This design comes from an exercise in tuning for small area and a short achievable clock period on the open sky130 flow, not from production work. In this exercise RTL edits were held to simulation tests only and were not proved equivalent to the original.

==> flow/design.v (outline; a module is shown in full before it is edited, if it fits) <==
// module fir_coeff_regs: 32 lines
// module fir_tap_line: 37 lines
// module fir_mac_tree: 6198 lines
// module fir_filter_top: 52 lines
module fir_filter_top #(
    parameter int DATA_WIDTH = 16                    
) (
    input  logic                               clk,
    input  logic                               rst_n,
    input  logic [DATA_WIDTH-1:0]              data_in,
    input  logic                               data_valid,
    output logic signed [DATA_WIDTH-1:0]       data_out,
    output logic                               data_out_valid,
    input  logic                               coeff_wr,
    input  logic                               coeff_preset,
    input  fir_pkg::fir_shape_e                coeff_preset_sel,
    input  logic [fir_pkg::FIR_ADDR_WIDTH-1:0] coeff_addr,
    input  fir_pkg::fir_coeff_t                coeff_wdata,
    output fir_pkg::fir_coeff_t                coeff_rdata
);
  // ...
==> flow/run.sh <==
#!/bin/bash
# synth_recipe.tcl (not shown) runs the flow's synth.tcl, then flattens the netlist and writes it again
# the make line also repeats each setting of config.mk as NAME=value (left out here)
make -C /OpenROAD-flow-scripts/flow DESIGN_CONFIG=/design/flow/config.mk WORK_HOME=/design/flow/orfs CLKGATE_MAP_FILE= SYNTH_SCRIPT=/design/flow/synth_recipe.tcl finish
==> flow/config.mk <==
export PLATFORM = sky130hd
export DESIGN_NAME = fir_filter_top
export DESIGN_NICKNAME = fir_filter_top
export VERILOG_FILES = /design/flow/design.v
export SDC_FILE = /design/flow/constraint.sdc
export NUM_CORES = 4
export LEC_CHECK = 0
export ABC_AREA = 1
export CAP_MARGIN = 20
export CORE_MARGIN = 2
export CORE_UTILIZATION = 40
export SETUP_SLACK_MARGIN = 3.0
export SLEW_MARGIN = 20
==> flow/constraint.sdc <==
create_clock -name core_clock -period 7.5 [get_ports {clk}]
set_input_delay 1.5000 -clock core_clock [delete_from_list [all_inputs] [get_ports {clk}]]
set_output_delay 1.5000 -clock core_clock [all_outputs]
set_load 0.01 [all_outputs]
==> impl_results.md, run 1 <==
- RSZ-0062 raised after global routing: true
- Hold WS: between 300 and 400 ps
- Inserted Clock Buffers: 74
- P&R area growth vs syn: 11.7%
- Fin crit period: roughly 4600 ps
- Root buffer cell: clkbuf_16
- Critical path arrival: approximately 5200 ps
- WHS Endpoint: u_mac_tree.prod_valid
- CTS resizes: 321
- Top_reg_cell synth: dfrtp_1
- Share of the synthesized area in the top cell type: 0.345
- R2R cell count: 9
- Initial antenna violation count: 31
- Commonest non-fill, non-tap cell in the layout: fa_1
- Status: complete, no violations
- CP startpoint kind: flop
- Die Wd: ~400 µm
- Family with the most delay on the worst path: adder cells
- Part of the cycle the worst path needs: 0.616
- Clock transition at path regs: approximately 60 ps
- Main combinational cell family by area after synthesis: adder cells
- Hold Path Cell Cnt: 0
- Met3 WL post-DR: ~53000 µm
- Reg2reg end: u_mac_tree.r2029
- DRC: 0
- Crit Path Category: reg -> reg
- Post-synthesis area per instance: 9.22 µm²
- Biggest regs: u_tap_line.line_q x192, u_coeff_regs.bank x128, u_mac_tree.hi_a_q x19
- Clock Tree Buf Depth: 3
- Clock latency at the later pin of the worst-skew pair: 780 ps
- First-pass GRT wire length: ~450000 µm
- Ports: 74
==> module fir_coeff_regs, before the edit <==
module fir_coeff_regs (
    input  logic                                 clk,
    input  logic                                 rst_n,
    input  logic                                 coeff_wr,           
    input  logic [fir_pkg::FIR_ADDR_WIDTH-1:0]   coeff_addr,         
    input  fir_pkg::fir_coeff_t                  coeff_wdata,
    input  logic                                 coeff_preset,       
    input  fir_pkg::fir_shape_e                  coeff_preset_sel,
    output fir_pkg::fir_coeff_t                  coeff_rdata,
    output logic [fir_pkg::FIR_NUM_TAPS*fir_pkg::FIR_COEFF_WIDTH-1:0] coeffs
);
    logic [fir_pkg::FIR_NUM_TAPS*fir_pkg::FIR_COEFF_WIDTH-1:0] bank;
    logic [fir_pkg::FIR_NUM_TAPS*fir_pkg::FIR_COEFF_WIDTH-1:0] preset_tbl;
    always_comb begin
        case (coeff_preset_sel)
            fir_pkg::FIR_LOW_PASS:  preset_tbl = fir_pkg::FIR_LOW_PASS_TABLE;
            fir_pkg::FIR_HIGH_PASS: preset_tbl = fir_pkg::FIR_HIGH_PASS_TABLE;
            default:       preset_tbl = fir_pkg::FIR_LOW_PASS_TABLE;    
        endcase
    end
    always_ff @(posedge clk or negedge rst_n) begin
        if (!rst_n) begin
            bank <= fir_pkg::FIR_LOW_PASS_TABLE;                                  
        end else if (coeff_preset) begin
            bank <= preset_tbl;                                          
        end else if (coeff_wr) begin
            bank[coeff_addr*fir_pkg::FIR_COEFF_WIDTH +: fir_pkg::FIR_COEFF_WIDTH] <= coeff_wdata;   
        end
    end
    assign coeff_rdata = bank[coeff_addr*fir_pkg::FIR_COEFF_WIDTH +: fir_pkg::FIR_COEFF_WIDTH];
    assign coeffs = bank;
endmodule
==> module fir_tap_line, before the edit <==
module fir_tap_line #(
    parameter int DATA_WIDTH = 16                    
) (
    input  logic                                       clk,
    input  logic                                       rst_n,
    input  logic [DATA_WIDTH-1:0]                      data_in,       
    input  logic                                       data_valid,    
    output logic [fir_pkg::FIR_NUM_TAPS*3*(DATA_WIDTH/2)-1:0] taps,   
    output logic                                       window_valid   
);
    localparam int ND = DATA_WIDTH / 2;              
    localparam int TW = 3 * ND;                      
    logic [TW-1:0] enc;                              
    logic [DATA_WIDTH:0] xe;                         
    assign xe = {data_in, 1'b0};
    always_comb begin
        for (int i = 0; i < ND; i++) begin
            enc[3*i]   = xe[2*i+1] ^ xe[2*i];                                     
            enc[3*i+1] = (xe[2*i+2] & ~xe[2*i+1] & ~xe[2*i])
                       | (~xe[2*i+2] & xe[2*i+1] & xe[2*i]);                      
            enc[3*i+2] = xe[2*i+2];                                               
        end
    end
    logic [fir_pkg::FIR_NUM_TAPS*TW-1:0] line_q;
    always_ff @(posedge clk or negedge rst_n) begin
        if (!rst_n) begin
            line_q       <= '0;
            window_valid <= 1'b0;
        end else begin
            window_valid <= data_valid;              
            if (data_valid) begin
                line_q <= {line_q[(fir_pkg::FIR_NUM_TAPS-1)*TW-1:0], enc};   
            end
        end
    end
    assign taps = line_q;
endmodule
==> module fir_filter_top, before the edit <==
module fir_filter_top #(
    parameter int DATA_WIDTH = 16                    
) (
    input  logic                               clk,
    input  logic                               rst_n,
    input  logic [DATA_WIDTH-1:0]              data_in,
    input  logic                               data_valid,
    output logic signed [DATA_WIDTH-1:0]       data_out,
    output logic                               data_out_valid,
    input  logic                               coeff_wr,
    input  logic                               coeff_preset,
    input  fir_pkg::fir_shape_e                coeff_preset_sel,
    input  logic [fir_pkg::FIR_ADDR_WIDTH-1:0] coeff_addr,
    input  fir_pkg::fir_coeff_t                coeff_wdata,
    output fir_pkg::fir_coeff_t                coeff_rdata
);
    logic [fir_pkg::FIR_NUM_TAPS*fir_pkg::FIR_COEFF_WIDTH-1:0] coeffs;
    logic [fir_pkg::FIR_NUM_TAPS*3*(DATA_WIDTH/2)-1:0] taps;    
    logic                               window_valid;
    fir_coeff_regs u_coeff_regs (
        .clk              (clk),
        .rst_n            (rst_n),
        .coeff_wr         (coeff_wr),
        .coeff_addr       (coeff_addr),
        .coeff_wdata      (coeff_wdata),
        .coeff_preset     (coeff_preset),
        .coeff_preset_sel (coeff_preset_sel),
        .coeff_rdata      (coeff_rdata),
        .coeffs           (coeffs)
    );
    fir_tap_line #(
        .DATA_WIDTH (DATA_WIDTH)
    ) u_tap_line (
        .clk          (clk),
        .rst_n        (rst_n),
        .data_in      (data_in),
        .data_valid   (data_valid),
        .taps         (taps),
        .window_valid (window_valid)
    );
    fir_mac_tree #(
        .DATA_WIDTH (DATA_WIDTH)
    ) u_mac_tree (
        .clk            (clk),
        .rst_n          (rst_n),
        .taps           (taps),
        .window_valid   (window_valid),
        .coeffs         (coeffs),
        .data_out       (data_out),
        .data_out_valid (data_out_valid)
    );
endmodule
==> run 2: changes to the inputs <==
--- a/flow/design.v
+++ b/flow/design.v
@@ -29,5 +29,5 @@
     output fir_pkg::fir_coeff_t                  coeff_rdata,
-    output logic [fir_pkg::FIR_NUM_TAPS*fir_pkg::FIR_COEFF_WIDTH-1:0] coeffs
+    output logic [fir_pkg::FIR_NUM_TAPS*fir_pkg::FIR_COEFF_WIDTH-1:0] coeffs_n    
 );
-    logic [fir_pkg::FIR_NUM_TAPS*fir_pkg::FIR_COEFF_WIDTH-1:0] bank;
+    logic [fir_pkg::FIR_NUM_TAPS*fir_pkg::FIR_COEFF_WIDTH-1:0] bank_n;
     logic [fir_pkg::FIR_NUM_TAPS*fir_pkg::FIR_COEFF_WIDTH-1:0] preset_tbl;
@@ -42,11 +42,11 @@
         if (!rst_n) begin
-            bank <= fir_pkg::FIR_LOW_PASS_TABLE;                                  
+            bank_n <= ~fir_pkg::FIR_LOW_PASS_TABLE;                               
         end else if (coeff_preset) begin
-            bank <= preset_tbl;                                          
+            bank_n <= ~preset_tbl;                                       
         end else if (coeff_wr) begin
-            bank[coeff_addr*fir_pkg::FIR_COEFF_WIDTH +: fir_pkg::FIR_COEFF_WIDTH] <= coeff_wdata;   
+            bank_n[coeff_addr*fir_pkg::FIR_COEFF_WIDTH +: fir_pkg::FIR_COEFF_WIDTH] <= ~coeff_wdata;   
         end
     end
-    assign coeff_rdata = bank[coeff_addr*fir_pkg::FIR_COEFF_WIDTH +: fir_pkg::FIR_COEFF_WIDTH];
-    assign coeffs = bank;
+    assign coeff_rdata = ~bank_n[coeff_addr*fir_pkg::FIR_COEFF_WIDTH +: fir_pkg::FIR_COEFF_WIDTH];
+    assign coeffs_n = bank_n;
 endmodule
@@ -70,5 +70,5 @@
         for (int i = 0; i < ND; i++) begin
-            enc[3*i]   = xe[2*i+1] ^ xe[2*i];                                     
-            enc[3*i+1] = (xe[2*i+2] & ~xe[2*i+1] & ~xe[2*i])
-                       | (~xe[2*i+2] & xe[2*i+1] & xe[2*i]);                      
+            enc[3*i]   = ~(xe[2*i+1] ^ xe[2*i]);                                  
+            enc[3*i+1] = ~((xe[2*i+2] & ~xe[2*i+1] & ~xe[2*i])
+                         | (~xe[2*i+2] & xe[2*i+1] & xe[2*i]));                   
             enc[3*i+2] = xe[2*i+2];                                               
@@ -79,3 +79,3 @@
         if (!rst_n) begin
-            line_q       <= '0;
+            line_q       <= {(fir_pkg::FIR_NUM_TAPS*ND){3'b011}};
             window_valid <= 1'b0;
@@ -98,3 +98,3 @@
     input  logic                                       window_valid,
-    input  logic [fir_pkg::FIR_NUM_TAPS*fir_pkg::FIR_COEFF_WIDTH-1:0] coeffs,
+    input  logic [fir_pkg::FIR_NUM_TAPS*fir_pkg::FIR_COEFF_WIDTH-1:0] coeffs_n,
     output logic signed [DATA_WIDTH-1:0]               data_out,      
@@ -105,3 +105,3 @@
     assign d0 = taps[23:0];
-    assign c0 = coeffs[15:0];
+    assign c0 = ~coeffs_n[15:0];
     logic [23:0] d1;
@@ -109,3 +109,3 @@
     assign d1 = taps[47:24];
-    assign c1 = coeffs[31:16];
+    assign c1 = ~coeffs_n[31:16];
     logic [23:0] d2;
@@ -113,3 +113,3 @@
     assign d2 = taps[71:48];
-    assign c2 = coeffs[47:32];
+    assign c2 = ~coeffs_n[47:32];
     logic [23:0] d3;
@@ -117,3 +117,3 @@
     assign d3 = taps[95:72];
-    assign c3 = coeffs[63:48];
+    assign c3 = ~coeffs_n[63:48];
     logic [23:0] d4;
@@ -121,3 +121,3 @@
     assign d4 = taps[119:96];
-    assign c4 = coeffs[79:64];
+    assign c4 = ~coeffs_n[79:64];
     logic [23:0] d5;
@@ -125,3 +125,3 @@
     assign d5 = taps[143:120];
-    assign c5 = coeffs[95:80];
+    assign c5 = ~coeffs_n[95:80];
     logic [23:0] d6;
@@ -129,3 +129,3 @@
     assign d6 = taps[167:144];
-    assign c6 = coeffs[111:96];
+    assign c6 = ~coeffs_n[111:96];
     logic [23:0] d7;
@@ -133,3 +133,3 @@
     assign d7 = taps[191:168];
-    assign c7 = coeffs[127:112];
+    assign c7 = ~coeffs_n[127:112];
     logic e0_0_one, e0_0_two, e0_0_neg;
@@ -2637,3 +2637,3 @@
     logic s2395, k2396;
-    assign {e0_0_neg, e0_0_two, e0_0_one} = d0[2:0];
+    assign {e0_0_neg, e0_0_two, e0_0_one} = {d0[2], ~d0[1], ~d0[0]};
     assign p0_0_0 = e0_0_one & c0[0];
@@ -2656,3 +2656,3 @@
     assign p0_0_16 = ~(e0_0_neg ^ ((e0_0_one & c0[15]) | (e0_0_two & c0[15])));
-    assign {e0_1_neg, e0_1_two, e0_1_one} = d0[5:3];
+    assign {e0_1_neg, e0_1_two, e0_1_one} = {d0[5], ~d0[4], ~d0[3]};
     assign p0_1_0 = e0_1_one & c0[0];
@@ -2675,3 +2675,3 @@
     assign p0_1_16 = ~(e0_1_neg ^ ((e0_1_one & c0[15]) | (e0_1_two & c0[15])));
-    assign {e0_2_neg, e0_2_two, e0_2_one} = d0[8:6];
+    assign {e0_2_neg, e0_2_two, e0_2_one} = {d0[8], ~d0[7], ~d0[6]};
     assign p0_2_0 = e0_2_one & c0[0];
@@ -2694,3 +2694,3 @@
     assign p0_2_16 = ~(e0_2_neg ^ ((e0_2_one & c0[15]) | (e0_2_two & c0[15])));
-    assign {e0_3_neg, e0_3_two, e0_3_one} = d0[11:9];
+    assign {e0_3_neg, e0_3_two, e0_3_one} = {d0[11], ~d0[10], ~d0[9]};
     assign p0_3_0 = e0_3_one & c0[0];
@@ -2713,3 +2713,3 @@
     assign p0_3_16 = ~(e0_3_neg ^ ((e0_3_one & c0[15]) | (e0_3_two & c0[15])));
-    assign {e0_4_neg, e0_4_two, e0_4_one} = d0[14:12];
+    assign {e0_4_neg, e0_4_two, e0_4_one} = {d0[14], ~d0[13], ~d0[12]};
     assign p0_4_0 = e0_4_one & c0[0];
@@ -2732,3 +2732,3 @@
     assign p0_4_16 = ~(e0_4_neg ^ ((e0_4_one & c0[15]) | (e0_4_two & c0[15])));
-    assign {e0_5_neg, e0_5_two, e0_5_one} = d0[17:15];
+    assign {e0_5_neg, e0_5_two, e0_5_one} = {d0[17], ~d0[16], ~d0[15]};
     assign p0_5_0 = e0_5_one & c0[0];
@@ -2751,3 +2751,3 @@
     assign p0_5_16 = ~(e0_5_neg ^ ((e0_5_one & c0[15]) | (e0_5_two & c0[15])));
-    assign {e0_6_neg, e0_6_two, e0_6_one} = d0[20:18];
+    assign {e0_6_neg, e0_6_two, e0_6_one} = {d0[20], ~d0[19], ~d0[18]};
     assign p0_6_0 = e0_6_one & c0[0];
@@ -2770,3 +2770,3 @@
     assign p0_6_16 = ~(e0_6_neg ^ ((e0_6_one & c0[15]) | (e0_6_two & c0[15])));
-    assign {e0_7_neg, e0_7_two, e0_7_one} = d0[23:21];
+    assign {e0_7_neg, e0_7_two, e0_7_one} = {d0[23], ~d0[22], ~d0[21]};
     assign p0_7_0 = e0_7_one & c0[0];
@@ -2789,3 +2789,3 @@
     assign p0_7_16 = ~(e0_7_neg ^ ((e0_7_one & c0[15]) | (e0_7_two & c0[15])));
-    assign {e1_0_neg, e1_0_two, e1_0_one} = d1[2:0];
+    assign {e1_0_neg, e1_0_two, e1_0_one} = {d1[2], ~d1[1], ~d1[0]};
     assign p1_0_0 = e1_0_one & c1[0];
@@ -2808,3 +2808,3 @@
     assign p1_0_16 = ~(e1_0_neg ^ ((e1_0_one & c1[15]) | (e1_0_two & c1[15])));
-    assign {e1_1_neg, e1_1_two, e1_1_one} = d1[5:3];
+    assign {e1_1_neg, e1_1_two, e1_1_one} = {d1[5], ~d1[4], ~d1[3]};
     assign p1_1_0 = e1_1_one & c1[0];
@@ -2827,3 +2827,3 @@
     assign p1_1_16 = ~(e1_1_neg ^ ((e1_1_one & c1[15]) | (e1_1_two & c1[15])));
-    assign {e1_2_neg, e1_2_two, e1_2_one} = d1[8:6];
+    assign {e1_2_neg, e1_2_two, e1_2_one} = {d1[8], ~d1[7], ~d1[6]};
     assign p1_2_0 = e1_2_one & c1[0];
@@ -2846,3 +2846,3 @@
     assign p1_2_16 = ~(e1_2_neg ^ ((e1_2_one & c1[15]) | (e1_2_two & c1[15])));
-    assign {e1_3_neg, e1_3_two, e1_3_one} = d1[11:9];
+    assign {e1_3_neg, e1_3_two, e1_3_one} = {d1[11], ~d1[10], ~d1[9]};
     assign p1_3_0 = e1_3_one & c1[0];
@@ -2865,3 +2865,3 @@
     assign p1_3_16 = ~(e1_3_neg ^ ((e1_3_one & c1[15]) | (e1_3_two & c1[15])));
-    assign {e1_4_neg, e1_4_two, e1_4_one} = d1[14:12];
+    assign {e1_4_neg, e1_4_two, e1_4_one} = {d1[14], ~d1[13], ~d1[12]};
     assign p1_4_0 = e1_4_one & c1[0];
@@ -2884,3 +2884,3 @@
     assign p1_4_16 = ~(e1_4_neg ^ ((e1_4_one & c1[15]) | (e1_4_two & c1[15])));
-    assign {e1_5_neg, e1_5_two, e1_5_one} = d1[17:15];
+    assign {e1_5_neg, e1_5_two, e1_5_one} = {d1[17], ~d1[16], ~d1[15]};
     assign p1_5_0 = e1_5_one & c1[0];
@@ -2903,3 +2903,3 @@
     assign p1_5_16 = ~(e1_5_neg ^ ((e1_5_one & c1[15]) | (e1_5_two & c1[15])));
-    assign {e1_6_neg, e1_6_two, e1_6_one} = d1[20:18];
+    assign {e1_6_neg, e1_6_two, e1_6_one} = {d1[20], ~d1[19], ~d1[18]};
     assign p1_6_0 = e1_6_one & c1[0];
@@ -2922,3 +2922,3 @@
     assign p1_6_16 = ~(e1_6_neg ^ ((e1_6_one & c1[15]) | (e1_6_two & c1[15])));
-    assign {e1_7_neg, e1_7_two, e1_7_one} = d1[23:21];
+    assign {e1_7_neg, e1_7_two, e1_7_one} = {d1[23], ~d1[22], ~d1[21]};
     assign p1_7_0 = e1_7_one & c1[0];
@@ -2941,3 +2941,3 @@
     assign p1_7_16 = ~(e1_7_neg ^ ((e1_7_one & c1[15]) | (e1_7_two & c1[15])));
-    assign {e2_0_neg, e2_0_two, e2_0_one} = d2[2:0];
+    assign {e2_0_neg, e2_0_two, e2_0_one} = {d2[2], ~d2[1], ~d2[0]};
     assign p2_0_0 = e2_0_one & c2[0];
@@ -2960,3 +2960,3 @@
     assign p2_0_16 = ~(e2_0_neg ^ ((e2_0_one & c2[15]) | (e2_0_two & c2[15])));
-    assign {e2_1_neg, e2_1_two, e2_1_one} = d2[5:3];
+    assign {e2_1_neg, e2_1_two, e2_1_one} = {d2[5], ~d2[4], ~d2[3]};
     assign p2_1_0 = e2_1_one & c2[0];
@@ -2979,3 +2979,3 @@
     assign p2_1_16 = ~(e2_1_neg ^ ((e2_1_one & c2[15]) | (e2_1_two & c2[15])));
-    assign {e2_2_neg, e2_2_two, e2_2_one} = d2[8:6];
+    assign {e2_2_neg, e2_2_two, e2_2_one} = {d2[8], ~d2[7], ~d2[6]};
     assign p2_2_0 = e2_2_one & c2[0];
@@ -2998,3 +2998,3 @@
     assign p2_2_16 = ~(e2_2_neg ^ ((e2_2_one & c2[15]) | (e2_2_two & c2[15])));
-    assign {e2_3_neg, e2_3_two, e2_3_one} = d2[11:9];
+    assign {e2_3_neg, e2_3_two, e2_3_one} = {d2[11], ~d2[10], ~d2[9]};
     assign p2_3_0 = e2_3_one & c2[0];
@@ -3017,3 +3017,3 @@
     assign p2_3_16 = ~(e2_3_neg ^ ((e2_3_one & c2[15]) | (e2_3_two & c2[15])));
-    assign {e2_4_neg, e2_4_two, e2_4_one} = d2[14:12];
+    assign {e2_4_neg, e2_4_two, e2_4_one} = {d2[14], ~d2[13], ~d2[12]};
     assign p2_4_0 = e2_4_one & c2[0];
@@ -3036,3 +3036,3 @@
     assign p2_4_16 = ~(e2_4_neg ^ ((e2_4_one & c2[15]) | (e2_4_two & c2[15])));
-    assign {e2_5_neg, e2_5_two, e2_5_one} = d2[17:15];
+    assign {e2_5_neg, e2_5_two, e2_5_one} = {d2[17], ~d2[16], ~d2[15]};
     assign p2_5_0 = e2_5_one & c2[0];
@@ -3055,3 +3055,3 @@
     assign p2_5_16 = ~(e2_5_neg ^ ((e2_5_one & c2[15]) | (e2_5_two & c2[15])));
-    assign {e2_6_neg, e2_6_two, e2_6_one} = d2[20:18];
+    assign {e2_6_neg, e2_6_two, e2_6_one} = {d2[20], ~d2[19], ~d2[18]};
     assign p2_6_0 = e2_6_one & c2[0];
@@ -3074,3 +3074,3 @@
     assign p2_6_16 = ~(e2_6_neg ^ ((e2_6_one & c2[15]) | (e2_6_two & c2[15])));
-    assign {e2_7_neg, e2_7_two, e2_7_one} = d2[23:21];
+    assign {e2_7_neg, e2_7_two, e2_7_one} = {d2[23], ~d2[22], ~d2[21]};
     assign p2_7_0 = e2_7_one & c2[0];
@@ -3093,3 +3093,3 @@
     assign p2_7_16 = ~(e2_7_neg ^ ((e2_7_one & c2[15]) | (e2_7_two & c2[15])));
-    assign {e3_0_neg, e3_0_two, e3_0_one} = d3[2:0];
+    assign {e3_0_neg, e3_0_two, e3_0_one} = {d3[2], ~d3[1], ~d3[0]};
     assign p3_0_0 = e3_0_one & c3[0];
@@ -3112,3 +3112,3 @@
     assign p3_0_16 = ~(e3_0_neg ^ ((e3_0_one & c3[15]) | (e3_0_two & c3[15])));
-    assign {e3_1_neg, e3_1_two, e3_1_one} = d3[5:3];
+    assign {e3_1_neg, e3_1_two, e3_1_one} = {d3[5], ~d3[4], ~d3[3]};
     assign p3_1_0 = e3_1_one & c3[0];
@@ -3131,3 +3131,3 @@
     assign p3_1_16 = ~(e3_1_neg ^ ((e3_1_one & c3[15]) | (e3_1_two & c3[15])));
-    assign {e3_2_neg, e3_2_two, e3_2_one} = d3[8:6];
+    assign {e3_2_neg, e3_2_two, e3_2_one} = {d3[8], ~d3[7], ~d3[6]};
     assign p3_2_0 = e3_2_one & c3[0];
@@ -3150,3 +3150,3 @@
     assign p3_2_16 = ~(e3_2_neg ^ ((e3_2_one & c3[15]) | (e3_2_two & c3[15])));
-    assign {e3_3_neg, e3_3_two, e3_3_one} = d3[11:9];
+    assign {e3_3_neg, e3_3_two, e3_3_one} = {d3[11], ~d3[10], ~d3[9]};
     assign p3_3_0 = e3_3_one & c3[0];
@@ -3169,3 +3169,3 @@
     assign p3_3_16 = ~(e3_3_neg ^ ((e3_3_one & c3[15]) | (e3_3_two & c3[15])));
-    assign {e3_4_neg, e3_4_two, e3_4_one} = d3[14:12];
+    assign {e3_4_neg, e3_4_two, e3_4_one} = {d3[14], ~d3[13], ~d3[12]};
     assign p3_4_0 = e3_4_one & c3[0];
@@ -3188,3 +3188,3 @@
     assign p3_4_16 = ~(e3_4_neg ^ ((e3_4_one & c3[15]) | (e3_4_two & c3[15])));
-    assign {e3_5_neg, e3_5_two, e3_5_one} = d3[17:15];
+    assign {e3_5_neg, e3_5_two, e3_5_one} = {d3[17], ~d3[16], ~d3[15]};
     assign p3_5_0 = e3_5_one & c3[0];
@@ -3207,3 +3207,3 @@
     assign p3_5_16 = ~(e3_5_neg ^ ((e3_5_one & c3[15]) | (e3_5_two & c3[15])));
-    assign {e3_6_neg, e3_6_two, e3_6_one} = d3[20:18];
+    assign {e3_6_neg, e3_6_two, e3_6_one} = {d3[20], ~d3[19], ~d3[18]};
     assign p3_6_0 = e3_6_one & c3[0];
@@ -3226,3 +3226,3 @@
     assign p3_6_16 = ~(e3_6_neg ^ ((e3_6_one & c3[15]) | (e3_6_two & c3[15])));
-    assign {e3_7_neg, e3_7_two, e3_7_one} = d3[23:21];
+    assign {e3_7_neg, e3_7_two, e3_7_one} = {d3[23], ~d3[22], ~d3[21]};
     assign p3_7_0 = e3_7_one & c3[0];
@@ -3245,3 +3245,3 @@
     assign p3_7_16 = ~(e3_7_neg ^ ((e3_7_one & c3[15]) | (e3_7_two & c3[15])));
-    assign {e4_0_neg, e4_0_two, e4_0_one} = d4[2:0];
+    assign {e4_0_neg, e4_0_two, e4_0_one} = {d4[2], ~d4[1], ~d4[0]};
     assign p4_0_0 = e4_0_one & c4[0];
@@ -3264,3 +3264,3 @@
     assign p4_0_16 = ~(e4_0_neg ^ ((e4_0_one & c4[15]) | (e4_0_two & c4[15])));
-    assign {e4_1_neg, e4_1_two, e4_1_one} = d4[5:3];
+    assign {e4_1_neg, e4_1_two, e4_1_one} = {d4[5], ~d4[4], ~d4[3]};
     assign p4_1_0 = e4_1_one & c4[0];
@@ -3283,3 +3283,3 @@
     assign p4_1_16 = ~(e4_1_neg ^ ((e4_1_one & c4[15]) | (e4_1_two & c4[15])));
-    assign {e4_2_neg, e4_2_two, e4_2_one} = d4[8:6];
+    assign {e4_2_neg, e4_2_two, e4_2_one} = {d4[8], ~d4[7], ~d4[6]};
     assign p4_2_0 = e4_2_one & c4[0];
@@ -3302,3 +3302,3 @@
     assign p4_2_16 = ~(e4_2_neg ^ ((e4_2_one & c4[15]) | (e4_2_two & c4[15])));
-    assign {e4_3_neg, e4_3_two, e4_3_one} = d4[11:9];
+    assign {e4_3_neg, e4_3_two, e4_3_one} = {d4[11], ~d4[10], ~d4[9]};
     assign p4_3_0 = e4_3_one & c4[0];
@@ -3321,3 +3321,3 @@
     assign p4_3_16 = ~(e4_3_neg ^ ((e4_3_one & c4[15]) | (e4_3_two & c4[15])));
-    assign {e4_4_neg, e4_4_two, e4_4_one} = d4[14:12];
+    assign {e4_4_neg, e4_4_two, e4_4_one} = {d4[14], ~d4[13], ~d4[12]};
     assign p4_4_0 = e4_4_one & c4[0];
@@ -3340,3 +3340,3 @@
     assign p4_4_16 = ~(e4_4_neg ^ ((e4_4_one & c4[15]) | (e4_4_two & c4[15])));
-    assign {e4_5_neg, e4_5_two, e4_5_one} = d4[17:15];
+    assign {e4_5_neg, e4_5_two, e4_5_one} = {d4[17], ~d4[16], ~d4[15]};
     assign p4_5_0 = e4_5_one & c4[0];
@@ -3359,3 +3359,3 @@
     assign p4_5_16 = ~(e4_5_neg ^ ((e4_5_one & c4[15]) | (e4_5_two & c4[15])));
-    assign {e4_6_neg, e4_6_two, e4_6_one} = d4[20:18];
+    assign {e4_6_neg, e4_6_two, e4_6_one} = {d4[20], ~d4[19], ~d4[18]};
     assign p4_6_0 = e4_6_one & c4[0];
@@ -3378,3 +3378,3 @@
     assign p4_6_16 = ~(e4_6_neg ^ ((e4_6_one & c4[15]) | (e4_6_two & c4[15])));
-    assign {e4_7_neg, e4_7_two, e4_7_one} = d4[23:21];
+    assign {e4_7_neg, e4_7_two, e4_7_one} = {d4[23], ~d4[22], ~d4[21]};
     assign p4_7_0 = e4_7_one & c4[0];
@@ -3397,3 +3397,3 @@
     assign p4_7_16 = ~(e4_7_neg ^ ((e4_7_one & c4[15]) | (e4_7_two & c4[15])));
-    assign {e5_0_neg, e5_0_two, e5_0_one} = d5[2:0];
+    assign {e5_0_neg, e5_0_two, e5_0_one} = {d5[2], ~d5[1], ~d5[0]};
     assign p5_0_0 = e5_0_one & c5[0];
@@ -3416,3 +3416,3 @@
     assign p5_0_16 = ~(e5_0_neg ^ ((e5_0_one & c5[15]) | (e5_0_two & c5[15])));
-    assign {e5_1_neg, e5_1_two, e5_1_one} = d5[5:3];
+    assign {e5_1_neg, e5_1_two, e5_1_one} = {d5[5], ~d5[4], ~d5[3]};
     assign p5_1_0 = e5_1_one & c5[0];
@@ -3435,3 +3435,3 @@
     assign p5_1_16 = ~(e5_1_neg ^ ((e5_1_one & c5[15]) | (e5_1_two & c5[15])));
-    assign {e5_2_neg, e5_2_two, e5_2_one} = d5[8:6];
+    assign {e5_2_neg, e5_2_two, e5_2_one} = {d5[8], ~d5[7], ~d5[6]};
     assign p5_2_0 = e5_2_one & c5[0];
@@ -3454,3 +3454,3 @@
     assign p5_2_16 = ~(e5_2_neg ^ ((e5_2_one & c5[15]) | (e5_2_two & c5[15])));
-    assign {e5_3_neg, e5_3_two, e5_3_one} = d5[11:9];
+    assign {e5_3_neg, e5_3_two, e5_3_one} = {d5[11], ~d5[10], ~d5[9]};
     assign p5_3_0 = e5_3_one & c5[0];
@@ -3473,3 +3473,3 @@
     assign p5_3_16 = ~(e5_3_neg ^ ((e5_3_one & c5[15]) | (e5_3_two & c5[15])));
-    assign {e5_4_neg, e5_4_two, e5_4_one} = d5[14:12];
+    assign {e5_4_neg, e5_4_two, e5_4_one} = {d5[14], ~d5[13], ~d5[12]};
     assign p5_4_0 = e5_4_one & c5[0];
@@ -3492,3 +3492,3 @@
     assign p5_4_16 = ~(e5_4_neg ^ ((e5_4_one & c5[15]) | (e5_4_two & c5[15])));
-    assign {e5_5_neg, e5_5_two, e5_5_one} = d5[17:15];
+    assign {e5_5_neg, e5_5_two, e5_5_one} = {d5[17], ~d5[16], ~d5[15]};
     assign p5_5_0 = e5_5_one & c5[0];
@@ -3511,3 +3511,3 @@
     assign p5_5_16 = ~(e5_5_neg ^ ((e5_5_one & c5[15]) | (e5_5_two & c5[15])));
-    assign {e5_6_neg, e5_6_two, e5_6_one} = d5[20:18];
+    assign {e5_6_neg, e5_6_two, e5_6_one} = {d5[20], ~d5[19], ~d5[18]};
     assign p5_6_0 = e5_6_one & c5[0];
@@ -3530,3 +3530,3 @@
     assign p5_6_16 = ~(e5_6_neg ^ ((e5_6_one & c5[15]) | (e5_6_two & c5[15])));
-    assign {e5_7_neg, e5_7_two, e5_7_one} = d5[23:21];
+    assign {e5_7_neg, e5_7_two, e5_7_one} = {d5[23], ~d5[22], ~d5[21]};
     assign p5_7_0 = e5_7_one & c5[0];
@@ -3549,3 +3549,3 @@
     assign p5_7_16 = ~(e5_7_neg ^ ((e5_7_one & c5[15]) | (e5_7_two & c5[15])));
-    assign {e6_0_neg, e6_0_two, e6_0_one} = d6[2:0];
+    assign {e6_0_neg, e6_0_two, e6_0_one} = {d6[2], ~d6[1], ~d6[0]};
     assign p6_0_0 = e6_0_one & c6[0];
@@ -3568,3 +3568,3 @@
     assign p6_0_16 = ~(e6_0_neg ^ ((e6_0_one & c6[15]) | (e6_0_two & c6[15])));
-    assign {e6_1_neg, e6_1_two, e6_1_one} = d6[5:3];
+    assign {e6_1_neg, e6_1_two, e6_1_one} = {d6[5], ~d6[4], ~d6[3]};
     assign p6_1_0 = e6_1_one & c6[0];
@@ -3587,3 +3587,3 @@
     assign p6_1_16 = ~(e6_1_neg ^ ((e6_1_one & c6[15]) | (e6_1_two & c6[15])));
-    assign {e6_2_neg, e6_2_two, e6_2_one} = d6[8:6];
+    assign {e6_2_neg, e6_2_two, e6_2_one} = {d6[8], ~d6[7], ~d6[6]};
     assign p6_2_0 = e6_2_one & c6[0];
@@ -3606,3 +3606,3 @@
     assign p6_2_16 = ~(e6_2_neg ^ ((e6_2_one & c6[15]) | (e6_2_two & c6[15])));
-    assign {e6_3_neg, e6_3_two, e6_3_one} = d6[11:9];
+    assign {e6_3_neg, e6_3_two, e6_3_one} = {d6[11], ~d6[10], ~d6[9]};
     assign p6_3_0 = e6_3_one & c6[0];
@@ -3625,3 +3625,3 @@
     assign p6_3_16 = ~(e6_3_neg ^ ((e6_3_one & c6[15]) | (e6_3_two & c6[15])));
-    assign {e6_4_neg, e6_4_two, e6_4_one} = d6[14:12];
+    assign {e6_4_neg, e6_4_two, e6_4_one} = {d6[14], ~d6[13], ~d6[12]};
     assign p6_4_0 = e6_4_one & c6[0];
@@ -3644,3 +3644,3 @@
     assign p6_4_16 = ~(e6_4_neg ^ ((e6_4_one & c6[15]) | (e6_4_two & c6[15])));
-    assign {e6_5_neg, e6_5_two, e6_5_one} = d6[17:15];
+    assign {e6_5_neg, e6_5_two, e6_5_one} = {d6[17], ~d6[16], ~d6[15]};
     assign p6_5_0 = e6_5_one & c6[0];
@@ -3663,3 +3663,3 @@
     assign p6_5_16 = ~(e6_5_neg ^ ((e6_5_one & c6[15]) | (e6_5_two & c6[15])));
-    assign {e6_6_neg, e6_6_two, e6_6_one} = d6[20:18];
+    assign {e6_6_neg, e6_6_two, e6_6_one} = {d6[20], ~d6[19], ~d6[18]};
     assign p6_6_0 = e6_6_one & c6[0];
@@ -3682,3 +3682,3 @@
     assign p6_6_16 = ~(e6_6_neg ^ ((e6_6_one & c6[15]) | (e6_6_two & c6[15])));
-    assign {e6_7_neg, e6_7_two, e6_7_one} = d6[23:21];
+    assign {e6_7_neg, e6_7_two, e6_7_one} = {d6[23], ~d6[22], ~d6[21]};
     assign p6_7_0 = e6_7_one & c6[0];
@@ -3701,3 +3701,3 @@
     assign p6_7_16 = ~(e6_7_neg ^ ((e6_7_one & c6[15]) | (e6_7_two & c6[15])));
-    assign {e7_0_neg, e7_0_two, e7_0_one} = d7[2:0];
+    assign {e7_0_neg, e7_0_two, e7_0_one} = {d7[2], ~d7[1], ~d7[0]};
     assign p7_0_0 = e7_0_one & c7[0];
@@ -3720,3 +3720,3 @@
     assign p7_0_16 = ~(e7_0_neg ^ ((e7_0_one & c7[15]) | (e7_0_two & c7[15])));
-    assign {e7_1_neg, e7_1_two, e7_1_one} = d7[5:3];
+    assign {e7_1_neg, e7_1_two, e7_1_one} = {d7[5], ~d7[4], ~d7[3]};
     assign p7_1_0 = e7_1_one & c7[0];
@@ -3739,3 +3739,3 @@
     assign p7_1_16 = ~(e7_1_neg ^ ((e7_1_one & c7[15]) | (e7_1_two & c7[15])));
-    assign {e7_2_neg, e7_2_two, e7_2_one} = d7[8:6];
+    assign {e7_2_neg, e7_2_two, e7_2_one} = {d7[8], ~d7[7], ~d7[6]};
     assign p7_2_0 = e7_2_one & c7[0];
@@ -3758,3 +3758,3 @@
     assign p7_2_16 = ~(e7_2_neg ^ ((e7_2_one & c7[15]) | (e7_2_two & c7[15])));
-    assign {e7_3_neg, e7_3_two, e7_3_one} = d7[11:9];
+    assign {e7_3_neg, e7_3_two, e7_3_one} = {d7[11], ~d7[10], ~d7[9]};
     assign p7_3_0 = e7_3_one & c7[0];
@@ -3777,3 +3777,3 @@
     assign p7_3_16 = ~(e7_3_neg ^ ((e7_3_one & c7[15]) | (e7_3_two & c7[15])));
-    assign {e7_4_neg, e7_4_two, e7_4_one} = d7[14:12];
+    assign {e7_4_neg, e7_4_two, e7_4_one} = {d7[14], ~d7[13], ~d7[12]};
     assign p7_4_0 = e7_4_one & c7[0];
@@ -3796,3 +3796,3 @@
     assign p7_4_16 = ~(e7_4_neg ^ ((e7_4_one & c7[15]) | (e7_4_two & c7[15])));
-    assign {e7_5_neg, e7_5_two, e7_5_one} = d7[17:15];
+    assign {e7_5_neg, e7_5_two, e7_5_one} = {d7[17], ~d7[16], ~d7[15]};
     assign p7_5_0 = e7_5_one & c7[0];
@@ -3815,3 +3815,3 @@
     assign p7_5_16 = ~(e7_5_neg ^ ((e7_5_one & c7[15]) | (e7_5_two & c7[15])));
-    assign {e7_6_neg, e7_6_two, e7_6_one} = d7[20:18];
+    assign {e7_6_neg, e7_6_two, e7_6_one} = {d7[20], ~d7[19], ~d7[18]};
     assign p7_6_0 = e7_6_one & c7[0];
@@ -3834,3 +3834,3 @@
     assign p7_6_16 = ~(e7_6_neg ^ ((e7_6_one & c7[15]) | (e7_6_two & c7[15])));
-    assign {e7_7_neg, e7_7_two, e7_7_one} = d7[23:21];
+    assign {e7_7_neg, e7_7_two, e7_7_one} = {d7[23], ~d7[22], ~d7[21]};
     assign p7_7_0 = e7_7_one & c7[0];
@@ -6306,3 +6306,3 @@
 );
-    logic [fir_pkg::FIR_NUM_TAPS*fir_pkg::FIR_COEFF_WIDTH-1:0] coeffs;
+    logic [fir_pkg::FIR_NUM_TAPS*fir_pkg::FIR_COEFF_WIDTH-1:0] coeffs_n;    
     logic [fir_pkg::FIR_NUM_TAPS*3*(DATA_WIDTH/2)-1:0] taps;    
@@ -6318,3 +6318,3 @@
         .coeff_rdata      (coeff_rdata),
-        .coeffs           (coeffs)
+        .coeffs_n         (coeffs_n)
     );
@@ -6337,3 +6337,3 @@
         .window_valid   (window_valid),
-        .coeffs         (coeffs),
+        .coeffs_n       (coeffs_n),
         .data_out       (data_out),
==> flow/flow/run.sh (new file) <==
#!/bin/bash
# Standard layout, with one netlist pass between synthesis and floorplan:
# flow/fixinv.py flips full adders (FA(~a,~b,~c) = ~FA(a,b,c)) and XOR/XNOR types so that
# fewer inverters sit between the carry-save adder cells. Registers and ports are untouched.
set -euo pipefail
R=orfs/results/${FLOW_PLATFORM}/fir_filter_top/base
bash standard.sh synth > synth.log 2>&1
cp $R/1_2_yosys.v $R/1_2_yosys.std.v
python3 flow/fixinv.py $R/1_2_yosys.std.v $R/1_2_yosys.fix.v > fixinv.log 2>&1
cp $R/1_2_yosys.fix.v $R/1_2_yosys.v
rm -f $R/1_synth.odb $R/1_synth.sdc
bash standard.sh do-1_synth > synth_odb.log 2>&1
bash standard.sh finish > finish.log 2>&1
test -f out/final.def
==> flow/flow/fixinv.py (new file) <==
#!/usr/bin/env python3
"""Remove inverters around full-adder cells in a mapped sky130 netlist.

A full adder is self-dual: FA(~a, ~b, ~c) = (~sum, ~cout). So any full adder may be
"flipped": its inputs take the complement and its outputs then carry the complement. This
pass picks, by local search, which full adders to flip so that the fewest signals need an
inverted copy, then rewires the netlist: every pin that read a signal through inverters reads
the signal itself or one shared inverter of it. Registers and ports are untouched.

usage: fixinv.py IN.v OUT.v
"""
import re
import sys
from collections import defaultdict

src = open(sys.argv[1]).read()
mod_start = src.index('module ')
body_start = src.index(');', mod_start) + 2
end = src.rindex('endmodule')
header, body = src[:body_start], src[body_start:end]

inst_re = re.compile(r'^\s*(sky130_fd_sc_hd__\w+)\s+(\S+)\s*\((.*?)\);\s*$', re.S | re.M)
pin_re = re.compile(r'\.(\w+)\(\s*(.*?)\s*\)\s*(?:,|$)', re.S)

cells = []            # [type, name, {pin: net}, start, end]
for m in inst_re.finditer(body):
    pins = dict((p, n.strip()) for p, n in pin_re.findall(m.group(3)))
    cells.append([m.group(1), m.group(2), pins, m.start(), m.end()])

OUTPINS = {'X', 'Y', 'Q', 'Q_N', 'SUM', 'COUT', 'HI', 'LO'}
ports = set()
for m in re.finditer(r'^\s*(input|output|inout)\s+(?:\[[^\]]*\]\s*)?(\S+?)\s*;', body + header, re.M):
    ports.add(m.group(2))

def esc(net):
    return net + ' ' if net.startswith('\\') else net


def is_inv(t):
    return re.match(r'sky130_fd_sc_hd__(clk)?inv_\d+$', t) is not None

def is_fa(t):
    return re.match(r'sky130_fd_sc_hd__fa_\d+$', t) is not None


def is_x(t):
    return re.match(r'sky130_fd_sc_hd__x(n)?or2_\d+$', t) is not None

driver = {}
loads = defaultdict(list)     # net -> [(cell index, pin)]
for ci, (t, n, pins, _, _) in enumerate(cells):
    for p, net in pins.items():
        if p in OUTPINS:
            driver[net] = (ci, p)
        else:
            loads[net].append((ci, p))

def portnet(net):
    base = re.sub(r'\s*\[\d+\]$', '', net).lstrip('\\').strip()
    return base in ports or net.lstrip('\\').strip() in ports

# trace each load pin back through inverter chains: (source net, k inversions mod 2)
def is_buf(t):
    return re.match(r'sky130_fd_sc_hd__(clk)?buf_\d+$', t) is not None


def trace(net):
    k = 0
    seen = 0
    while net in driver and seen < 12:
        t = cells[driver[net][0]][0]
        if is_inv(t):
            k ^= 1
        elif not is_buf(t):
            break
        net = cells[driver[net][0]][2]['A']
        seen += 1
    return net, k

fa_idx = [ci for ci, c in enumerate(cells) if is_fa(c[0])]
x_idx = [ci for ci, c in enumerate(cells) if is_x(c[0])]
fa_of_net = {}
for ci in fa_idx:
    for p in ('SUM', 'COUT'):
        if p in cells[ci][2]:
            fa_of_net[cells[ci][2][p]] = ci
def xout(ci):
    return cells[ci][2]['X'] if 'X' in cells[ci][2] else cells[ci][2]['Y']


for ci in x_idx:
    fa_of_net[xout(ci)] = ci

# pins to manage: every non-inverter pin whose net is an inverter output (not a port) or an FA output
managed = []          # (ci, pin, src, k)
for ci, (t, n, pins, _, _) in enumerate(cells):
    if is_inv(t) or is_buf(t):
        continue
    for p, net in pins.items():
        if p in OUTPINS:
            continue
        s, k = trace(net)
        if k == 0 and s == net and s not in fa_of_net and not is_fa(t) and not is_x(t):
            continue
        managed.append((ci, p, s, k))

# keep any inverter whose output is a port, or that feeds something we do not manage
# (an inverter feeding an unmanaged pin stays exactly as it is)
flip = defaultdict(int)

def raw_need(ci, s, k):
    fs = flip[fa_of_net[s]] if s in fa_of_net else 0
    fc = flip[ci] if is_fa(cells[ci][0]) else 0
    return fs ^ k ^ fc


def need(ci, s, k):
    # an XOR/XNOR absorbs any input inversion by swapping to the other type
    if is_x(cells[ci][0]):
        return 0
    return raw_need(ci, s, k)

cnt = defaultdict(int)      # src -> number of managed pins needing its complement
by_cell = defaultdict(list)
by_src = defaultdict(list)
for mi, (ci, p, s, k) in enumerate(managed):
    by_cell[ci].append(mi)
    by_src[s].append(mi)
    if need(ci, s, k):
        cnt[s] += 1

def cost_of(srcs):
    return sum(1 for s in srcs if cnt[s] > 0)

def toggle(fi):
    aff = set(by_cell[fi]) if is_fa(cells[fi][0]) else set()
    for p in ('SUM', 'COUT', 'X', 'Y'):
        net = cells[fi][2].get(p)
        if net:
            aff.update(by_src[net])
    srcs = {managed[mi][2] for mi in aff}
    before = cost_of(srcs)
    for mi in aff:
        ci, p, s, k = managed[mi]
        if need(ci, s, k):
            cnt[s] -= 1
    flip[fi] ^= 1
    for mi in aff:
        ci, p, s, k = managed[mi]
        if need(ci, s, k):
            cnt[s] += 1
    return cost_of(srcs) - before

start_cost = sum(1 for s in cnt if cnt[s] > 0)
for it in range(20):
    improved = 0
    for fi in fa_idx + x_idx:
        d = toggle(fi)
        if d < 0:
            improved += 1
        elif d > 0:
            toggle(fi)
        # d == 0: keep (random walk on plateaus is fine)
    if not improved:
        break
# simulated annealing from the greedy result, keeping the best assignment
flippable = fa_idx + x_idx
import math
import random
rng = random.Random(1)
cur = sum(1 for s in cnt if cnt[s] > 0)
best, best_flip = cur, dict(flip)
moves = 60 * len(fa_idx)
for m in range(moves):
    temp = 1.5 * (1 - m / moves) + 0.01
    fi = flippable[rng.randrange(len(flippable))]
    d = toggle(fi)
    if d <= 0 or rng.random() < math.exp(-d / temp):
        cur += d
        if cur < best:
            best, best_flip = cur, dict(flip)
    else:
        toggle(fi)
# restore the best assignment
for fi in flippable:
    if flip[fi] != best_flip.get(fi, 0):
        toggle(fi)
for it in range(20):
    improved = 0
    for fi in fa_idx + x_idx:
        d = toggle(fi)
        if d < 0:
            improved += 1
        elif d > 0:
            toggle(fi)
    if not improved:
        break
end_cost = sum(1 for s in cnt if cnt[s] > 0)

# rewrite connections
existing_inv = {}
for ci, c in enumerate(cells):
    if is_inv(c[0]):
        existing_inv.setdefault(c[2]['A'], c[2]['Y'])
new_cells = []
newnets = []
inv_for = {}
def inv_net(s):
    if s in inv_for:
        return inv_for[s]
    nn = f'_fixinv_{len(inv_for)}_'
    inv_for[s] = nn
    newnets.append(nn)
    new_cells.append(f'  sky130_fd_sc_hd__inv_1 _fixinv_i{len(inv_for)}_ (\n    .A({esc(s)}),\n    .Y({nn})\n  );\n')
    return nn

xpar = defaultdict(int)
for ci, p, s, k in managed:
    if is_x(cells[ci][0]):
        xpar[ci] ^= raw_need(ci, s, k)
    cells[ci][2][p] = inv_net(s) if need(ci, s, k) else s
for ci in x_idx:
    if xpar[ci] ^ flip[ci]:
        t = cells[ci][0]
        pins = cells[ci][2]
        if 'xnor2' in t:
            cells[ci][0] = t.replace('xnor2', 'xor2')
            pins['X'] = pins.pop('Y')
        else:
            cells[ci][0] = t.replace('xor2', 'xnor2')
            pins['Y'] = pins.pop('X')

# drop inverters that no longer drive anything
used = defaultdict(int)
for ci, c in enumerate(cells):
    for p, net in c[2].items():
        if p not in OUTPINS:
            used[net] += 1
keep = []
removed = 0
for ci, c in enumerate(cells):
    if (is_inv(c[0]) and used[c[2]['Y']] == 0 and not portnet(c[2]['Y'])) or \
       (is_buf(c[0]) and used[c[2]['X']] == 0 and not portnet(c[2]['X'])):
        removed += 1
        continue
    keep.append(ci)
# iterate: removing inverters can orphan inverter chains
changed = True
while changed:
    changed = False
    used = defaultdict(int)
    for ci in keep:
        for p, net in cells[ci][2].items():
            if p not in OUTPINS:
                used[net] += 1
    nk = []
    for ci in keep:
        c = cells[ci]
        if (is_inv(c[0]) and used[c[2]['Y']] == 0 and not portnet(c[2]['Y'])) or \
           (is_buf(c[0]) and used[c[2]['X']] == 0 and not portnet(c[2]['X'])):
            removed += 1
            changed = True
            continue
        nk.append(ci)
    keep = nk

out = [header]
out.append(''.join(f'  wire {n};\n' for n in newnets))
# keep wire declarations and assigns from the body, then the cells
decls = [l for l in body.split('\n') if re.match(r'\s*(wire|input|output|inout|assign)\b', l)]
out.append('\n'.join(decls) + '\n')
for ci in keep:
    t, n, pins, _, _ = cells[ci]
    out.append(f'  {t} {n} (\n' + ',\n'.join(f'    .{p}({esc(net)})' for p, net in pins.items()) + '\n  );\n')
out.extend(new_cells)
out.append('endmodule\n')
open(sys.argv[2], 'w').write(''.join(out))
nflip = sum(flip[f] for f in fa_idx + x_idx)
sys.stderr.write(f'fixinv: {len(fa_idx)} full adders, {nflip} flipped; inverted copies {start_cost} -> {end_cost}; '
                 f'removed {removed} inverters, added {len(new_cells)}\n')
==> flow/standard.sh (new file) <==
#!/bin/bash
# synth_recipe.tcl (not shown) runs the flow's synth.tcl, then flattens the netlist and writes it again
# the make line also repeats each setting of config.mk as NAME=value (left out here)
make -C /OpenROAD-flow-scripts/flow DESIGN_CONFIG=/design/flow/config.mk WORK_HOME=/design/flow/orfs CLKGATE_MAP_FILE= SYNTH_SCRIPT=/design/flow/synth_recipe.tcl "${@:-finish}"
removed: flow/run.sh
==> impl_results.md, run 2 <==
- Ports: 74 (unchanged)
- Core area: 146000 µm² (was 158000 µm²)
- Vias in the first global route: 52656 (was 55181)
- Hpwl dp: 201000 µm (was 258000 µm)
- Layout net count: 7027 (was 8006)
- Reg2reg start: u_coeff_regs.bank_n[5] (was u_tap_line.line_q[9])
- Final setup vio count: 0 (unchanged)
- CP startpoint kind: flop (unchanged)
- Biggest regs: u_tap_line.line_q x192, u_coeff_regs.bank_n x128, u_mac_tree.hi_a_q x19 (was u_tap_line.line_q x192, u_coeff_regs.bank x128, u_mac_tree.hi_a_q x19)
- Hold Path Cell Cnt: 0 (unchanged)
- Clock transition at path regs: 60 ps (about the same)
- Commonest cells after routing, fill and taps aside: fa_1, o22ai_1, xor2_1 (was fa_1, inv_1, o22ai_1)
- FMAX: 219 MHz (was 216 MHz)
- R2R cell count: 8 (was 9)
- Reg2reg end: u_mac_tree.r2076 (was u_mac_tree.r2029)
- Clock Skews: 49.8 ps (was 72.1 ps)
- Root buffer cell: clkbuf_16 (unchanged)
- Biggest register: u_tap_line.line_q (unchanged)
- Post-synthesis area per instance: 10.6 µm² (was 9.22 µm²)
- Ys Warns: 3 (unchanged)
- DRC: 0 (unchanged)
- Worst setup margin: 2940 ps (was 2880 ps)
- Synth Instances: 5579 (was 6901)
- Max FFs per register: 192 (unchanged)
- Total gr overflow: 0 (unchanged)
- DP Worst Slack: 1460 ps (was 1840 ps)
- Worst slew margin: 0.196 (was 0.182)
- Worst hold start: u_tap_line.window_valid (unchanged)
- RSZ-0062 raised after global routing: true (unchanged)
- Total Wirelength: 273000 µm (was 333000 µm)
- Initial core utilization: 0.404 (was 0.402)
- CTS tree: yes (unchanged)
- Crit Path Category: reg -> reg (unchanged)
- Initial antenna violation count: 12 (was 31)
- Final-layout fill cell count: 13813 (was 15515)
- Average vias per placed instance: 6.62 (was 6.23)
- Clock latency at the later pin of the worst-skew pair: 720 ps (was 780 ps)
- Actual slew at the worst max-slew pin: 1210 ps (was 1220 ps)
- Die height: 388 µm (was 403 µm)
- R2r setup slk: 2940 ps (was 2880 ps)
- Fin. Hold Viols: 0 (unchanged)
- Status: complete, no violations (unchanged)
- Largest net degree at the start of global routing: 137 (was 180)
- WHS Endpoint: u_mac_tree.prod_valid (unchanged)
- Post-DRT Antenna Nets: 0 (unchanged)
- Synth Cell Area: 58900 µm² (was 63700 µm²)
- Critical path arrival: 5140 ps (was 5220 ps)
- HP Class: reg -> reg (unchanged)
- Fin crit period: 4560 ps (was 4620 ps)
- Synth Net Count: 6758 (was 8077)
- CTS sink cnt: 534 (unchanged)
- Port bufs: 73 (unchanged)
- Cell Rows: 140 (was 146)
- Total GRT Usage: 0.360 (was 0.406)
- P&R area growth vs syn: 11.5% (was 11.7%)
- Share of cells above drive strength 1: 0.0974 (was 0.115)
- Die Wd: 388 µm (was 403 µm)
- First-pass GRT wire length: 389000 µm (was 454000 µm)
- Max Cap Viol: 0 (unchanged)
- Worst setup EP type: flop (unchanged)
- Peak fanout along the critical path: 18 (was 6)
- H-tree levels: 3 (unchanged)
- GPL Wtd Cong: 1.06 (was 1.11)
- Via count: 51804 (was 55923)
- Routed length per placed instance: 34.9 µm (was 37.1 µm)
- Clock Tree Buf Depth: 3 (unchanged)
- Part of the cycle the worst path needs: 0.608 (was 0.616)
- DR iter-0 viols: 7499 (was 8372)
- Pins Over Slew Limit: 0 (unchanged)
- Die area: 150000 µm² (was 162000 µm²)
- Commonest non-fill, non-tap cell in the layout: fa_1 (unchanged)
- Final setup TNS: 0 ps (unchanged)
- 1st-pass router iterations: 8 (was 9)
- Req. time, crit path: 8080 ps (was 8100 ps)
- Inserted Clock Buffers: 67 (was 74)
## run 2: changes by cell type in the layout (fill, tap and decap cells not counted), moves of 104 or more
cell / previous run / this run
xnor2_1: 5 / 496
inv_1: 1049 / 494
dfrtp_1: 320 / 104
xor2_1: 1017 / 541
buf_4: 220 / 116
dfstp_2: 10 / 238
## run 2: worst max-delay path, stage by stage, from the launching register on
cell     delay (ps)
dfstp_2         990
o22ai_1         210
xnor2_1         220
fa_1            480
fa_1            610
fa_1            780
fa_1            510
fa_1            540
inv_1            40
## run 2: worst max-delay path by stage
| stage | from | endpoint | depth (start not counted) |
|---|---|---|---|
| after global routing | u_mac_tree.hi_a_q[0] | data_out[0] | 15 |
| after global placement | coeff_addr[0] | coeff_rdata[15] | 7 |
| after floorplan | coeff_addr[0] | u_coeff_regs.bank_n[77] | 7 |
| after CTS | u_mac_tree.hi_b_q[3] | data_out[3] | 15 |
| final | u_coeff_regs.bank_n[5] | u_mac_tree.r2076 | 8 |
| after detailed placement | coeff_addr[0] | coeff_rdata[15] | 7 |
## run 2: metal layers
| layer | share of wire | wire length [µm] | GRT usage | vias up |
|---|---|---|---|---|
| li1 | - | - | - | 19889 |
| met1 | 0.36 | 98700 | 0.446 | 26120 |
| met2 | 0.41 | 111000 | 0.507 | 4569 |
| met3 | 0.18 | 47800 | 0.199 | 1206 |
| met4 | 0.056 | 15200 | 0.165 | 20 |
| met5 | 0.0011 | 291 | 0.00829 | - |
## run 2: what timing repair did
item / in CTS / in global routing
pin swaps: 10 / 8
resized for setup: 116 / 48
hold buffers: 0 / 0
cloned: 6 / 0
endpoints found under the hold margin: 0 / 0
setup endpoints to repair: 162 / 27
buffers inserted: 26 / 4
## run 2: stage by stage
step,hold slack [ps],instance area (µm²),util,instances
3_3_place_gp,332,62800,0.430,7660
5_1_grt,376,65700,0.450,7820
3_5_place_dp,345,62800,0.430,7660
2_1_floorplan,331,58900,-,5579
6_report,355,65700,0.450,7826
4_1_cts,359,65600,0.450,7816
## run 2: cell type report
| cell class | instances | area, µm² | area share |
|---|---|---|---|
| inverters | 499 | 1890 | 0.0288 |
| diodes | 6 | 15.0 | 0.000229 |
| repair buffers | 195 | 1700 | 0.0258 |
| clock inverters | 40 | 468 | 0.00712 |
| multi-input cells | 4547 | 44600 | 0.678 |
| clock buffers | 84 | 1820 | 0.0277 |
| repair inverters | 4 | 30.0 | 0.000457 |
| well taps | 1917 | 2400 | 0.0365 |
| flip-flops and latches | 534 | 12800 | 0.195 |
==> run 3: changes to the inputs <==
--- a/flow/flow/fixinv.py
+++ b/flow/flow/fixinv.py
@@ -266,2 +266,66 @@
 
+# Pin order: A, B and CIN of a full adder are interchangeable; CIN is the fastest input.
+# Estimate arrival times with a rough per-cell delay and put each full adder's latest input
+# on CIN.
+def fa_pin_order():
+    keepset = set(keep)
+    drv = {}
+    for ci in keep:
+        for p, net in cells[ci][2].items():
+            if p in OUTPINS:
+                drv[net] = ci
+    for nn in new_cells_info:
+        drv[nn[1]] = ('inv', nn[0])
+    arr = {}
+    def cell_delay(t, p_in, p_out):
+        if is_fa(t):
+            d = 0.49 if p_in == 'CIN' else 0.53
+            return d if p_out == 'SUM' else d - 0.06
+        if 'ha_' in t:
+            return 0.35
+        if is_inv(t):
+            return 0.08
+        if is_buf(t):
+            return 0.15
+        return 0.2
+    seq = re.compile(r'sky130_fd_sc_hd__(df|edf|sdf|dl)')
+    import sys as _s
+    _s.setrecursionlimit(100000)
+    def at(net):
+        if net in arr:
+            return arr[net]
+        arr[net] = 0.0
+        d = drv.get(net)
+        if d is None:
+            return 0.0
+        if isinstance(d, tuple):
+            v = at(d[1]) + 0.08
+        else:
+            t, nm, pins, _, _ = cells[d]
+            if seq.match(t):
+                v = 0.45
+            else:
+                outp = [p for p, n in pins.items() if n == net and p in OUTPINS][0]
+                v = max((at(n) + cell_delay(t, p, outp) for p, n in pins.items() if p not in OUTPINS), default=0.0)
+        arr[net] = v
+        return v
+    swaps = 0
+    for ci in keep:
+        t, nm, pins, _, _ = cells[ci]
+        if not is_fa(t):
+            continue
+        ins = [pins['A'], pins['B'], pins['CIN']]
+        ts = [at(n) for n in ins]
+        order = sorted(range(3), key=lambda i: ts[i])
+        na, nb, nc = ins[order[0]], ins[order[1]], ins[order[2]]
+        if nc != pins['CIN']:
+            swaps += 1
+        pins['A'], pins['B'], pins['CIN'] = na, nb, nc
+    return swaps
+
+
+new_cells_info = [(s, n) for s, n in inv_for.items()]
+nswap = fa_pin_order()
+sys.stderr.write(f'fixinv: moved the latest input of {nswap} full adders to CIN\n')
+
 out = [header]
==> impl_results.md, run 3 <==
- Total Wirelength: 272000 µm (was 273000 µm)
- CP startpoint kind: flop (unchanged)
- Die height: 388 µm (unchanged)
- Clock latency at the later pin of the worst-skew pair: 740 ps (was 720 ps)
- Actual slew at the worst max-slew pin: 1200 ps (was 1210 ps)
- RSZ-0062 raised after global routing: true (unchanged)
- Clock Tree Buf Depth: 3 (unchanged)
- Core area: 146000 µm² (unchanged)
- Fin crit period: 4490 ps (was 4560 ps)
- DR iter-0 viols: 7673 (was 7499)
- Via count: 51236 (was 51804)
- Total gr overflow: 0 (unchanged)
- Clock transition at path regs: 50 ps (was 60 ps)
- GPL Wtd Cong: 1.05 (was 1.06)
- Worst path max stage delay: 1010 ps (was 990 ps)
- Inserted Clock Buffers: 70 (was 67)
- Routed length per placed instance: 34.8 µm (was 34.9 µm)
- Layout net count: 7037 (was 7027)
- Root buffer cell: clkbuf_16 (unchanged)
- Synth Net Count: 6758 (unchanged)
- Req. time, crit path: 8090 ps (was 8080 ps)
- Biggest register: u_tap_line.line_q (unchanged)
- Final setup vio count: 0 (unchanged)
- 1st-pass router iterations: 6 (was 8)
- Peak fanout along the critical path: 19 (was 18)
- Share of cells above drive strength 1: 0.103 (was 0.0974)
- Fin. Hold Viols: 0 (unchanged)
- Crit Path Category: reg -> reg (unchanged)
- First-pass GRT wire length: 388000 µm (was 389000 µm)
- Biggest regs: u_tap_line.line_q x192, u_coeff_regs.bank_n x128, u_mac_tree.hi_a_q x19 (unchanged)
- Vias in the first global route: 52117 (was 52656)
- Hpwl dp: 200000 µm (was 201000 µm)
- Critical path arrival: 5080 ps (was 5140 ps)
- Slowest CP cell: dfrtp_1 (was dfstp_2)
- Largest net degree at the start of global routing: 172 (was 137)
- Cell Rows: 140 (unchanged)
- Part of the cycle the worst path needs: 0.599 (was 0.608)
- Die area: 150000 µm² (unchanged)
- Clock Skews: 45.3 ps (was 49.8 ps)
- Post-DRT Antenna Nets: 0 (unchanged)
- Synth Cell Area: 58900 µm² (unchanged)
- Average vias per placed instance: 6.54 (was 6.62)
- CTS tree: yes (unchanged)
- Worst slew margin: 0.198 (was 0.196)
- HP Class: reg -> reg (unchanged)
- Most frequent CP cell: fa_1 (unchanged)
- Die Wd: 388 µm (unchanged)
- Final setup TNS: 0 ps (unchanged)
- Worst setup EP type: flop (unchanged)
- Max Cap Viol: 0 (unchanged)
- Commonest non-fill, non-tap cell in the layout: fa_1 (unchanged)
- FMAX: 223 MHz (was 219 MHz)
- Port bufs: 73 (unchanged)
- Total GRT Usage: 0.360 (about the same)
- Initial antenna violation count: 13 (was 12)
- Ports: 74 (unchanged)
- Max FFs per register: 192 (unchanged)
- Post-synthesis area per instance: 10.6 µm² (unchanged)
- DRC: 0 (unchanged)
- Ys Warns: 3 (unchanged)
- P&R area growth vs syn: 12.2% (was 11.5%)
- Pins Over Slew Limit: 0 (unchanged)
- Status: complete, no violations (unchanged)
- H-tree levels: 3 (unchanged)
- Initial core utilization: 0.404 (unchanged)
- Final-layout fill cell count: 13867 (was 13813)
- CTS sink cnt: 534 (unchanged)
- Commonest cells after routing, fill and taps aside: fa_1, o22ai_1, xor2_1 (unchanged)
- Hold WS: 347 ps (was 355 ps)
- CP cell instances: o22ai_1, xor2_1, fa_1, fa_1, fa_1, fa_1, fa_1 (was o22ai_1, xnor2_1, fa_1, fa_1, fa_1, fa_1, fa_1, inv_1)
- Synth Instances: 5579 (unchanged)
==> run 3: repair_timing <==
item / in CTS / in global routing
gates resized for setup: 109 / 78
pin swaps: 12 / 23
gates cloned: 8 / 1
buffers inserted: 26 / 17
hold buffers: 0 / 0
setup endpoints to repair: 160 / 32
==> run 3: per-layer routing <==
layer,GRT usage,share of wire
met3,0.186,0.18
met5,0.000957,0.00039
met2,0.503,0.40
met1,0.455,0.36
met4,0.176,0.060
==> run 3: per-stage QoR <==
| step | area, µm² | cells | worst slack [ps] | utilization |
|---|---|---|---|---|
| 6_report | 66100 | 7837 | 3010 | 0.453 |
| 5_1_grt | 66100 | 7832 | 2950 | 0.453 |
| 4_1_cts | 65800 | 7814 | 2860 | 0.451 |
| 3_5_place_dp | 62700 | 7651 | 1670 | 0.430 |
| 3_3_place_gp | 62700 | 7651 | 1640 | 0.430 |
| 2_1_floorplan | 58900 | 5579 | 3030 | - |
==> run 3: area by class of cell <==
class,count,area (µm²),area share
Multi-Input combinational cell,4548,44700,0.676
Sequential cell,534,12800,0.194
Tap cell,1917,2400,0.0363
Clock buffer,95,1990,0.0301
Inverter,499,1890,0.0286
Timing Repair Buffer,200,1740,0.0264
Clock inverter,34,567,0.00857
Timing Repair inverter,5,37.5,0.000568
Antenna cell,5,12.5,0.000189
==> run 3: worst paths after layout <==
path                       slack, ps                        end                    start  cells past startpoint
setup / recovery                3010           u_mac_tree.r2029  u_coeff_regs.bank_n[27]                      7
hold / removal                   350      u_mac_tree.prod_valid  u_tap_line.window_valid                      0
setup reg to reg                3010           u_mac_tree.r2029  u_coeff_regs.bank_n[27]                      7
hold reg to reg                  350      u_mac_tree.prod_valid  u_tap_line.window_valid                      0
max in group asynchronous       5220      u_tap_line.line_q[38]                    rst_n                      2
min in group asynchronous        760  u_mac_tree.data_out_valid                    rst_n                      1
==> run 3: worst max-delay path, delay by kind of cell (launching register included) <==
family          cells  cell delay (ps)
xor+xnor            1              210
flops               1             1010
compound gates      1              170
fa+ha+maj           5             2950

-- afterwards: timing with drivers on the ports --
No port has a modelled driver above. Below, the same layouts with a new extraction and two added sets of constraints.
Step 1 (the two cells are an assumption about what drives the block):
set clk [get_ports {clk}]
set_driving_cell -lib_cell sky130_fd_sc_hd__clkbuf_16 $clk
set_driving_cell -lib_cell sky130_fd_sc_hd__buf_2 [delete_from_list [all_inputs] $clk]
Step 2 moves the port delays by t, midway between the first and last clock arrival at a register: inputs arrive t later, outputs are due t later. That takes back most of the time a late clock gives input paths.
Three values: no drivers, after step 1, after step 2; two values: the first two.
run | t, ns | slack for setup (ns) | hold WS [ns] | latest minus earliest clock arrival (ns) | pins driven straight from the clock port
run 1 | 0.812 | 2.881 / 2.881 / 2.614 | 0.348 / 0.348 / 0.348 | 0.076 / 0.075 | 1
run 2 | 0.783 | 2.944 / 2.944 / 2.561 | 0.355 / 0.355 / 0.355 | 0.050 / 0.050 | 1
run 3 | 0.806 | 3.009 / 2.954 / 2.600 | 0.347 / 0.347 / 0.347 | 0.053 / 0.053 | 1
After both steps every run listed still meets setup and hold. For run 3, which loses most, drivers alone change the setup slack by -0.055 ns; drivers and shift together by -0.409 ns.
